From an optimization exercise on the open Yosys and OpenROAD flow, aimed at small area, a short achievable clock period and few clock cycles; shortcuts taken in it are not production practice.
Only simulation tests tie the RTL to the original design; equivalence was not proved.
Power figures rest on the tool's default switching activity, not on a simulated workload.

job 5182:
Design mem_front_top, start of the top module:
module mem_front_top #(
  parameter int QUEUE_DEPTH = 4
) (
  input  logic         clock,
  input  logic         reset,
  input  logic         fetch_req,           
  input  logic [63:0]  fetch_addr,
  output logic         fetch_ack,
  output logic [63:0]  fetch_data,
  input  logic         data_req,            
  input  logic [128:0] data_cmd,            
  output logic         data_ack,
  output logic [63:0]  load_data,
  output logic [1:0]   proc2mem_command,
  output logic [63:0]  proc2mem_addr,
  output logic [63:0]  proc2mem_data,
  input  logic [3:0]   mem2proc_response,
  input  logic [63:0]  mem2proc_data,
  input  logic [3:0]   mem2proc_tag
);
clock: 6.0 ns
lec_check: 0
abc_clock_period_in_ps: 500
cap_margin: 20
core_area: 5 5 195 195
cts_buf_list: sky130_fd_sc_hd__clkbuf_2
die_area: 0 0 200 200
setup_slack_margin: 3.0
slew_margin: 20
standard.sh (not shown) runs the stock make flow with config.mk's settings and CLKGATE_MAP_FILE= SYNTH_SCRIPT=/design/flow/synth_recipe.tcl, a recipe that flattens the netlist after the stock synthesis.
==> flow/flow/run.sh <==
#!/bin/bash
# The standard layout, with the smallest buffer on every port.
set -euo pipefail
export BUFFER_PORTS_ARGS="-buffer_cell sky130_fd_sc_hd__buf_1"
bash standard.sh > standard.log 2>&1
Per the final summary, job 5182 finished and its layout is clean on timing, DRC and antenna.
Testbench counts of job 5182, summed over its fixed seeds: cycles 24,588.
Relative to job 5182, the following input files were edited for job 604:
-- flow/config.mk --
<<< job 5182, line 7
export LEC_CHECK = 0
export ABC_CLOCK_PERIOD_IN_PS = 500
export CAP_MARGIN = 20
>>> job 604, line 7
export LEC_CHECK = 0
export ABC_CLOCK_PERIOD_IN_PS = 1500
export CAP_MARGIN = 20
<<< job 5182, line 12
export DIE_AREA = 0 0 200 200
export SETUP_SLACK_MARGIN = 3.0
export SLEW_MARGIN = 20
>>> job 604, line 12
export DIE_AREA = 0 0 200 200
export SETUP_SLACK_MARGIN = 2.8
export SLEW_MARGIN = 20
Notes after the runs:
Per the comparison of job 604 with job 5182, pin slew with the least headroom to its limit went up by 190 ps, clock share of power went down, flip-flop and latch share of the layout cell area now sits at about the same level, upper clock frequency limit neither gained nor lost much. Job 604 | stages: all done | timing, DRC, antenna: all pass. Of job 604 and job 5182, it is job 604 that has the lower power. Re clock period minus final worst setup slack: job 604 is 3.6 ps up on job 5182. On share of the clock period used by the worst path after layout, job 5182 tracks job 604 almost exactly.
### job 604 -> job 8748
-- flow/config.mk --
<<< job 604, line 7
export LEC_CHECK = 0
export ABC_CLOCK_PERIOD_IN_PS = 1500
export CAP_MARGIN = 20
>>> job 8748, line 7
export LEC_CHECK = 0
export CAP_MARGIN = 20
## What came out
- Comparing job 8748 against job 604, there is no change at all in area after detailed placement.
- On sequential cell fraction of total power, job 8748 tracks job 604 almost exactly.
- Diff job 8748..job 604 | number of cells on the worst hold path | unchanged
- Overall die width: job 8748 vs job 604 identical
- Re peak clock frequency supported by timing: no difference whatsoever between job 604 and job 8748.
Here is what was changed in the inputs of job 5232 compared with job 8748.
-- flow/config.mk --
<<< job 8748, line 9
export CORE_AREA = 5 5 195 195
export CTS_BUF_LIST = sky130_fd_sc_hd__clkbuf_2
export DIE_AREA = 0 0 200 200
export SETUP_SLACK_MARGIN = 2.8
export SLEW_MARGIN = 20
>>> job 5232, line 9
export CORE_AREA = 5 5 195 195
export DIE_AREA = 0 0 200 200
export SLEW_MARGIN = 20
==> comparison <==
Between job 5232 and job 8748, the part of the total power dissipated in the clock network is higher for job 5232.
The sequential share of layout area of job 8748 and that of job 5232 are within noise of each other.
Job 5232 against job 8748: total global routing track utilization picked up an extra 0.69 points; area of placed instances lost 21 sq um.
Largest fanout on the critical path was lower in the run labelled job 8748.
Job 5232 has final cell count below what job 8748 had.
Relative to job 8748, register-to-register slack has gone up in job 5232.
Static leakage power was lower in job 5232 than in job 8748.
[compare] base=job 8748 new=job 5232: area of the core essentially unchanged; maximum clock rate now sits lower.
Group with the largest share of power = combinational logic: job 8748; group with the largest share of power = clock: job 5232


== job 9839 ==
mem_front_top, a different RTL version from the one above (not shown whole).
Size: roughly 310 cells after synthesis, roughly 8 flip-flops, ~530 I/O pins, roughly 0.0024 mm² of cells after synthesis.
Settings: LEC_CHECK=0, CAP_MARGIN=20, CORE_AREA=5 5 180 180, CTS_BUF_LIST=sky130_fd_sc_hd__clkbuf_2, DIE_AREA=0 0 185 185, SETUP_SLACK_MARGIN=2.76, SLEW_MARGIN=20; clock period 6.0 ns.
Scripts as last shown in full above: flow/flow/run.sh
Testbench counts of job 9839, summed over its fixed seeds: cycles 24,588.
### job 9839 -> job 9847
- PLACE_DENSITY now 0.9, previously not set
- SETUP_SLACK_MARGIN now 2.72, was 2.76
### Flow results
Between job 9847 and job 9839, it is job 9847 whose power is higher, by about 0.56%. On global router's overall resource usage: between job 9839 and job 9847, it ends up lower for job 9839. Total wire length (job 9847 over job 9839): increase, 5.8%. In the tables for job 9839 and job 9847, count of cells resized by post-cts repair reads lower with job 9839. Comparing job 9839 and job 9847, hold slack is lower on job 9847. On residual antenna-violating net count after detailed routing, job 9839 and job 9847 are neck and neck. Cmp job 9847 vs job 9839: total length of routed met3 wires higher in job 9847.
> inputs changed (job 9847 -> job 4368)
- removing PLACE_DENSITY (formerly 0.9)
- changing SETUP_SLACK_MARGIN from 2.72 to 2.68
==> flow/run.sh (new file) <==
#!/bin/bash
# synth_recipe.tcl (not shown) runs the flow's synth.tcl, then flattens the netlist and writes it again
# the make line also repeats each setting of config.mk as NAME=value (left out here)
make -C /OpenROAD-flow-scripts/flow DESIGN_CONFIG=/design/flow/config.mk WORK_HOME=/design/flow/orfs CLKGATE_MAP_FILE= SYNTH_SCRIPT=/design/flow/synth_recipe.tcl finish
removed: flow/flow/run.sh
removed: flow/standard.sh
Findings:
Count of cell instances traversed by the critical path, job 9847 and job 4368, higher one = job 9847. Taking job 9847 as the reference, in job 4368 number of buffer and inverter stages on the critical path level; area growth from synthesis to final layout +36 points. Measured against each other, job 9847 and job 4368 differ in share of cell area taken by multi-input logic gates, the lower figure coming from job 4368. Dominant kind of cell: buffers -> job 4368, multi-input gates -> job 9847. Job 9847 → job 4368: register fraction of the total cell area lost 2.3 points, worst hold slack neither gained nor lost much, utilization picked up an extra 2.8 points, final-stage net count picked up an extra 0.56%. Job 9847 was routed with fewer vias than job 4368.
--- input diff job 4368..job 5190 ---
- SETUP_SLACK_MARGIN now 2.95, was 2.68
==> flow/flow/run.sh (new file) <==
#!/bin/bash
# The standard layout, with the smallest buffer on every port.
set -euo pipefail
export BUFFER_PORTS_ARGS="-buffer_cell sky130_fd_sc_hd__buf_1"
bash standard.sh > standard.log 2>&1
==> flow/standard.sh (new file) <==
#!/bin/bash
# synth_recipe.tcl (not shown) runs the flow's synth.tcl, then flattens the netlist and writes it again
# the make line also repeats each setting of config.mk as NAME=value (left out here)
make -C /OpenROAD-flow-scripts/flow DESIGN_CONFIG=/design/flow/config.mk WORK_HOME=/design/flow/orfs CLKGATE_MAP_FILE= SYNTH_SCRIPT=/design/flow/synth_recipe.tcl "${@:-finish}"
removed: flow/run.sh
- Job 4368 has a lower non-clock buffer count than job 5190.
- Power per standard cell area ended up 11 mW/mm² higher on job 5190 than on job 4368.
- Cells: job 5190 has more instances than job 4368
- Relative area change from synthesis to final layout in job 5190 is 29 points lower than in job 4368
- Compared to job 4368, job 5190 shows a wider setup margin.
- In the metrics for job 4368 and job 5190, the one carrying the lower post-placement setup slack is job 4368.
- Job 5190 reports a lower total power after layout than job 4368 does.
- Re remaining global-route overflow: no difference whatsoever between job 5190 and job 4368.
- Job 5190 against job 4368: post-place instance area shows a reduction of 32%, design area shrank by 24%, hold slack shows no meaningful change.
Inputs modified between job 5190 and job 9927:
- SETUP_SLACK_MARGIN now 2.68, was 2.95
--- outcome ---
- Compared with job 5190, in job 9927 worst-case setup slack after placement went down; number of standard cells in the final layout excluding fillers saw a decrease; sequential share of layout area went up; minimum setup slack among reg-to-reg paths lost 0.37 ns; highest attainable clock frequency lost 5.9 MHz.
- Post-route standard cell area excluding fillers delta (job 9927 − job 5190): favourable
- Job 9927 does better than job 5190 on wire length of the first global-routing pass.


v58:
The RTL this note starts from:
==> flow/design.v <==
`timescale 1ns/1ps
`default_nettype none
package mem_pkg;
  localparam int MEM_TAG_BITS     = 4;
  localparam int NUM_MEM_TAGS     = 1 << MEM_TAG_BITS;
  localparam int WORD_OFFSET_BITS = 3;   
  localparam int ICACHE_IDX_BITS  = 5;
  localparam int ICACHE_TAG_BITS  = 8;
  typedef enum logic [1:0] {
    BUS_NONE  = 2'h0,
    BUS_LOAD  = 2'h1,
    BUS_STORE = 2'h2
  } bus_command_e;
  typedef logic [MEM_TAG_BITS-1:0] mem_tag_t;   
  typedef logic [63:0]             addr_t;
  typedef logic [63:0]             word_t;
  typedef enum logic [0:0] {
    DATA_LOAD  = 1'b0,
    DATA_STORE = 1'b1
  } data_op_e;
  typedef struct packed {
    addr_t addr;
  } fetch_req_t;
  typedef struct packed {
    data_op_e op;
    addr_t    addr;
    word_t    data;
  } data_req_t;
  typedef struct packed {
    bus_command_e command;
    addr_t        addr;
    word_t        data;
  } bus_req_t;
  typedef struct packed {
    mem_tag_t response;   
    mem_tag_t tag;        
    word_t    data;
  } bus_rsp_t;
endpackage
`default_nettype wire
`timescale 1ns/1ps
`default_nettype none
module mem_front_top #(
  parameter int QUEUE_DEPTH = 4
) (
  input  logic         clock,
  input  logic         reset,
  input  logic         fetch_req,           
  input  logic [63:0]  fetch_addr,
  output logic         fetch_ack,
  output logic [63:0]  fetch_data,
  input  logic         data_req,            
  input  logic [128:0] data_cmd,            
  output logic         data_ack,
  output logic [63:0]  load_data,
  output logic [1:0]   proc2mem_command,
  output logic [63:0]  proc2mem_addr,
  output logic [63:0]  proc2mem_data,
  input  logic [3:0]   mem2proc_response,
  input  logic [63:0]  mem2proc_data,
  input  logic [3:0]   mem2proc_tag
);
  logic       own_f;     
  logic       f_acked;   
  logic       f_pend;    
  logic [3:0] f_tag;
  logic       d_pend;    
  logic f_bid, d_bid, d_store, accepted, f_ret, d_ret;
  assign d_store  = data_cmd[128];
  assign f_bid    = own_f && fetch_req && !f_pend;
  assign d_bid    = !own_f && data_req && !d_pend;
  assign accepted = (mem2proc_response != 4'd0);
  assign proc2mem_command = {d_bid && d_store, f_bid || (d_bid && !d_store)};
  assign proc2mem_addr    = {data_cmd[127:80] & {48{!own_f}},
                             own_f ? fetch_addr[15:3] : data_cmd[79:67],
                             data_cmd[66:64]};
  assign proc2mem_data    = data_cmd[63:0];
  logic [3:0] tag_x;
  logic       tag_eq, tag_nz;
  assign tag_x  = mem2proc_tag ^ f_tag;
  assign tag_eq = !(tag_x[0] || tag_x[1] || tag_x[2] || tag_x[3]);
  assign tag_nz = mem2proc_tag[0] || mem2proc_tag[1] || mem2proc_tag[2] || mem2proc_tag[3];
  assign f_ret  = f_pend && tag_eq;
  assign d_ret  = d_pend && tag_nz && !tag_eq;
  assign fetch_ack  = f_ret;
  assign fetch_data = mem2proc_data;
  assign data_ack   = d_ret || (d_bid && d_store && accepted);
  assign load_data  = mem2proc_data;
  always_ff @(posedge clock) begin
    if (reset) begin
      own_f   <= 1'b0;
      f_acked <= 1'b0;
      f_pend  <= 1'b0;
      d_pend  <= 1'b0;
    end else begin
      own_f   <= f_acked || (fetch_req && !f_pend && !(f_bid && accepted) && !f_ret);
      f_acked <= f_ret;
      if (f_ret) f_pend <= 1'b0;
      else if (f_bid && accepted) f_pend <= 1'b1;
      if (d_ret) d_pend <= 1'b0;
      else if (d_bid && !d_store && accepted) d_pend <= 1'b1;
    end
  end
  always_ff @(posedge clock) begin
    if (reset || f_ret) f_tag <= 4'd0;
    else if (f_bid && accepted) f_tag <= mem2proc_response;
  end
endmodule
`default_nettype wire
clock: 6.0 ns
lec_check: 0
cap_margin: 20
core_area: 5 5 195 195
cts_buf_list: sky130_fd_sc_hd__clkbuf_2
die_area: 0 0 200 200
setup_slack_margin: 2.5
slew_margin: 20
==> flow/flow/run.sh <==
#!/bin/bash
# The standard layout, with the smallest buffer on every port.
set -euo pipefail
export BUFFER_PORTS_ARGS="-buffer_cell sky130_fd_sc_hd__buf_1"
bash standard.sh > standard.log 2>&1
Testbench counts of v58, summed over its fixed seeds: cycles 24,588.
Input changes introduced in v49 (baseline for comparison: v58):
diff --git a/flow/config.mk b/flow/config.mk
--- a/flow/config.mk
+++ b/flow/config.mk
@@ -9 +9 @@
-export CORE_AREA = 5 5 195 195
+export CORE_AREA = 5 5 180 180
@@ -11,2 +11,2 @@
-export DIE_AREA = 0 0 200 200
-export SETUP_SLACK_MARGIN = 2.5
+export DIE_AREA = 0 0 185 185
+export SETUP_SLACK_MARGIN = 2.68
Findings:
Share of cells above drive strength 1 in v49 is 1.1 points above v58.
The run showing the smaller data arrival time of the worst path is v49.
Compared with v58, in v49 share of cell area taken by flip-flops and latches now larger; mean number of vias per cell saw an increase.
Any difference in number of nets at the end of the flow between v49 and v58 is small enough to ignore.
Taking v58 as the reference point, the detailed placement HPWL of v49 falls by 17%.
Delta (v49 minus v58): slack of the critical path increased 0.18 ns; final cell count decreased 66.
Relative to v49, the following input files were edited for v9:
diff --git a/flow/config.mk b/flow/config.mk
--- a/flow/config.mk
+++ b/flow/config.mk
@@ -9 +9 @@
-export CORE_AREA = 5 5 180 180
+export CORE_AREA = 5 5 195 195
@@ -11,2 +11,4 @@
-export DIE_AREA = 0 0 185 185
-export SETUP_SLACK_MARGIN = 2.68
+export CTS_CLUSTER_DIAMETER = 300
+export CTS_CLUSTER_SIZE = 30
+export DIE_AREA = 0 0 200 200
+export SETUP_SLACK_MARGIN = 2.65
## What came out
- Clock latency reported for the late side of the worst-skew pair for v9: 0.02 ns up relative to v49
- For v49, the start point of the critical path was mem2proc_tag[3], unlike v9, where it was mem2proc_tag[1].
- The final reports for v9 and v49 show average routed wire per standard cell higher in the former.
- Lower filler cell count in the final layout was reported by v49, not v9.
- Going from v49 to v9, layout overhead on the synthesized area +4.0 points; cell area after layout +about 5%; overall global routing resource usage +0.33 points; met1 usage -0.84 points.

## afterwards: timing with drivers on the ports
In the flow no input, the clock included, has a driving cell. The finished layouts below were timed again as built, in two steps. Step 1: set_driving_cell puts a clkbuf_16 on clock and a buf_2 on each other input, an assumption about the parent block. Step 2 times the ports against the registers' clock, not the clock port: input delays grow and output delays shrink by t, the midpoint of the rising clock arrivals with the driver on. Slacks: ideal / step 1 / step 2; pairs: ideal / step 1.
run	t (ns)	slack for setup (ns)	worst data-port slew with drivers (ns)
job 5182	0.268	2.540 / 2.507 / 2.507	0.19
job 604	0.260	2.537 / 2.504 / 2.504	0.19
job 8748	0.260	2.537 / 2.504 / 2.504	0.19
job 5232	0.260	2.361 / 2.337 / 2.337	0.18
job 9839	0.248	2.795 / 2.767 / 2.767	0.19
job 9847	0.243	2.785 / 2.682 / 2.682	0.17
job 4368	0.248	2.711 / 2.665 / 2.665	0.19
job 5190	0.265	2.800 / 2.750 / 2.750	0.19
job 9927	0.247	2.739 / 2.716 / 2.716	0.19
v58	0.266	2.556 / 2.535 / 2.535	0.21
v49	0.252	2.737 / 2.706 / 2.706	0.18
v9	0.270	2.659 / 2.632 / 2.632	0.21
After both steps setup and hold are still met in every run listed. The setup slack of job 9847, which loses most, moves by -0.103 ns with the drivers and by -0.103 ns with both steps.
